Source: an optimization exercise on an open RTL-to-GDS flow (aim: small area, a short achievable clock period and few clock cycles per item). Production flows keep margins and buffers that such runs may drop. At most, simulation tests tie the RTL to the original design; equivalence was not proved. Power figures rest on the tool's default switching activity, not on a simulated workload.

Setup of JK:
==> flow/design.v (excerpt) <==
module t2_header_top (
    input  logic                clk,
    input  logic                rst_n,
    input  logic                zb_valid_i,
    input  t2_pkg::zb_t         zb_data_i,
    output logic                zb_ready_o,
    input  logic                pass_valid_i,
    input  t2_pkg::pass_t       pass_data_i,
    output logic                pass_ready_o,
    output logic                hdr_valid_o,
    output logic                hdr_last_o,
    output t2_pkg::field_t      hdr_data_o,
    output t2_pkg::bit_cnt_t    hdr_bit_cnt_o,
    output logic                hdr_insert_zero_o,
    input  logic                hdr_ready_i
);
export LEC_CHECK = 0
export CAP_MARGIN = 20
export CORE_MARGIN = 2
export CORE_UTILIZATION = 55
export CTS_CLUSTER_DIAMETER = 80
export CTS_CLUSTER_SIZE = 25
export SETUP_SLACK_MARGIN = 3.2
export SLEW_MARGIN = 20
create_clock -name core_clock -period 5.5 [get_ports {clk}]
run.sh (not shown) runs the stock make flow with config.mk's settings and CLKGATE_MAP_FILE= SYNTH_SCRIPT=/design/flow/synth_recipe.tcl, a recipe that flattens the netlist after the stock synthesis.
The following lists how MS was set up differently from JK:
--- a/flow/design.v
+++ b/flow/design.v
@@ -41,46 +41,49 @@
     localparam logic [2:0] F_CODE = 3'd2;
     localparam logic [2:0] F_ROOT = 3'd4;
     localparam logic [2:0] F_M4   = 3'd5;
     localparam logic [2:0] F_M2   = 3'd6;
     localparam logic [2:0] F_LEAF = 3'd7;
     function automatic logic lt6(input logic [5:0] a, input logic [5:0] b);
         logic r;
         r = 1'b0;
         for (int i = 0; i < 6; i++) r = (!a[i] && b[i]) || (!(a[i] ^ b[i]) && r);
         lt6 = r;
     endfunction
     logic        full_q;     
+    logic        zr_q;       
     logic        acc;
     logic [6:0]  acnt;       
     logic [6:0]  rcnt;       
     logic [6:0]  rcnt_f;     
     logic [5:0]  rf   [8][8];
     logic [5:0]  m4   [4];
     logic [5:0]  root;
-    assign zb_ready_o = !full_q;
-    assign acc        = zb_valid_i && !full_q;
+    assign zb_ready_o = zr_q;
+    assign acc        = zb_valid_i && zr_q;
     assign rcnt_f     = {~rcnt[6], rcnt[5:0]};
     logic [6:0] acnt_p1;
     logic       lim0, lim1;
     assign acnt_p1 = acnt + 7'd1;
     assign lim0    = (acnt == rcnt_f);
     assign lim1    = (acnt_p1 == rcnt_f);
     always_ff @(posedge clk or negedge rst_n) begin
         if (!rst_n) begin
             full_q <= 1'b0;
+            zr_q   <= 1'b0;
             acnt  <= '0;
         end else begin
             if (acc) acnt <= acnt_p1;
             full_q <= acc ? lim1 : lim0;
+            zr_q   <= acc ? !lim1 : !lim0;
         end
     end
     logic [7:0] row_oh, col_oh;
     logic [3:0] q_sel;
     logic       first_root, first_m4;
     always_ff @(posedge clk or negedge rst_n) begin
         if (!rst_n) begin
             row_oh <= 8'd1;
             col_oh <= 8'd1;
         end else if (acc) begin
             col_oh <= {col_oh[6:0], col_oh[7]};
             if (col_oh[7]) row_oh <= {row_oh[6:0], row_oh[7]};
@@ -90,35 +93,28 @@
         assign q_sel[q] = (q[1] ? |row_oh[7:4] : |row_oh[3:0]) &&
                           (q[0] ? |col_oh[7:4] : |col_oh[3:0]);
     end
     assign first_root = row_oh[0] && col_oh[0];
     assign first_m4   = (row_oh[0] || row_oh[4]) && (col_oh[0] || col_oh[4]);
     always_ff @(posedge clk) begin
         for (int y = 0; y < 8; y++) begin
             for (int x = 0; x < 8; x++) begin
                 if (acc && row_oh[y] && col_oh[x]) rf[y][x] <= zb_data_i;
             end
         end
     end
-    logic [5:0] m4_cur;     
-    always_comb begin
-        m4_cur = '0;
-        for (int q = 0; q < 4; q++) m4_cur = m4_cur | ({6{q_sel[q]}} & m4[q]);
-    end
-    logic m4_lt;
-    assign m4_lt = lt6(zb_data_i, m4_cur);
     always_ff @(posedge clk) begin
         if (acc && (first_root || lt6(zb_data_i, root))) root <= zb_data_i;
         for (int q = 0; q < 4; q++) begin
-            if (acc && q_sel[q] && (first_m4 || m4_lt)) m4[q] <= zb_data_i;
+            if (acc && q_sel[q] && (first_m4 || lt6(zb_data_i, m4[q]))) m4[q] <= zb_data_i;
         end
     end
     logic        pb_v;
     logic [4:0]  pb_cls;     
     logic [6:0]  pb_off;     
     logic        pb_take;
     logic        pb_v_n;
     logic        pr_q;       
     logic [8:0]  pd3, pd6, pd37;
     assign pass_ready_o = pr_q;
     assign pb_take      = pass_valid_i && pr_q;
     assign pd3  = pass_data_i - 9'd3;
@@ -182,25 +178,25 @@
         if (sa)      min4 = grp_q[0];
         else if (sb) min4 = grp_q[1];
         else if (sc) min4 = grp_q[2];
         else         min4 = grp_q[3];
     end
     always_ff @(posedge clk) begin
         m2_nx   <= min4;
         m4_nx   <= m4[{blk[5], blk[2]}];
         leaf_nx <= blk[0] ? leaf_b : grp_q[{blk[3], 1'b0}];
     end
     logic [2:0]  ft;          
     logic [15:0] pkt_idx;
-    logic        sop_a, sop_b, sop_c;
+    logic        sop_a, sop_b, sop_c, sop_d;
     logic [15:0] dat_q;
     logic        ld_en, avail, ld;
     logic        begun_q;
     logic [2:0]  ft_nb;       
     always_comb begin
         case (ft)
             F_SOP:   avail = begun_q;    
             F_ROOT:  avail = full_q;     
             F_CODE:  avail = pb_v;
             default: avail = 1'b1;
         endcase
     end
@@ -269,24 +265,25 @@
                         end
                     end
                     default: ft <= ft_nb;
                 endcase
             end
         end
     end
     always_ff @(posedge clk) begin
         if (ld && ft == F_LEAF && !blk[0]) leaf_b <= grp_q[{blk[3], 1'b1}];
         if (ld)    sop_a <= (ft == F_SOP);
         if (ld_en) sop_b <= avail && (ft == F_SOP);
         sop_c <= ld ? (ft == F_SOP) : (sop_c && hdr_valid_o);
+        sop_d <= ld ? (ft == F_SOP) : (sop_d && !(hdr_valid_o && hdr_ready_i));
         if (ld) begin
             case (ft)
                 F_SOP: begin
                     dat_q             <= 16'h0004;
                     hdr_bit_cnt_o     <= 6'd32;
                     hdr_insert_zero_o <= 1'b0;
                     hdr_last_o        <= 1'b0;
                 end
                 F_IDX: begin
                     dat_q             <= pkt_idx;
                     hdr_bit_cnt_o     <= 6'd16;
                     hdr_insert_zero_o <= 1'b0;
@@ -298,15 +295,15 @@
                     hdr_insert_zero_o <= 1'b0;
                     hdr_last_o        <= (ft_nb == F_SOP);
                 end
                 default: begin
                     dat_q             <= {10'd0, tag};
                     hdr_bit_cnt_o     <= tag + 6'd1;
                     hdr_insert_zero_o <= 1'b1;
                     hdr_last_o        <= 1'b0;
                 end
             endcase
         end
     end
-    assign hdr_data_o = {{4{sop_a}}, {4{sop_b}}, sop_c, 2'b00, sop_c, 3'b000, sop_c, dat_q};
+    assign hdr_data_o = {{3{sop_a}}, {3{sop_b}}, {3{sop_c}}, 2'b00, sop_d, 3'b000, sop_d, dat_q};
 endmodule
 `default_nettype wire
Going from JK to MS, layout overhead on the synthesized area shrinks by 2.7 points. Going from JK to MS, initial cell density of the core increased by 0.47 points relative to the old numbers, utilization -0.99 points. Static leakage sits lower in MS than in JK. Sort JK and MS by clock buffer count in the final layout desc -> top: MS. The count of cells along the worst register-to-register path of MS falls short of that of JK by 5. The higher total instance count after detailed placement came out of MS. Summary — worst hold slack, MS relative to JK: higher, by 0.032 ns.
Testbench counts of MS, summed over its fixed seeds: cycles 10,176, packets 64.
The RTL of JK was laid out without a check of its function.

## re-timing with driven ports
Ports are ideal in the flow. The routed layouts listed here were re-timed in OpenROAD. Step 1 (the two cells are an assumption about what drives the block):
set clk [get_ports {clk}]
set_driving_cell -lib_cell sky130_fd_sc_hd__clkbuf_16 $clk
set_driving_cell -lib_cell sky130_fd_sc_hd__buf_2 [delete_from_list [all_inputs] $clk]
Step 2 also shifts input and output timing later by t, the mid clock arrival at the registers, as if the neighbouring blocks saw the same clock. Three values: no drivers, after step 1, after step 2; two values: the first two.
| run | t, ns | setup slack, ns | clock arrival spread, ns | worst register clock-pin slew, ns | cell pins on the clock port's net |
|---|---|---|---|---|---|
| JK | 0.659 | 2.711 / 2.711 / 2.331 | 0.044 / 0.044 | 0.10 / 0.10 | 1 |
| MS | 0.667 | 3.181 / 3.180 / 2.595 | 0.037 / 0.036 | 0.10 / 0.10 | 1 |
After both steps every run listed still meets setup and hold. The setup slack of MS, which loses most, moves by -0.001 ns with the drivers and by -0.586 ns with both steps.
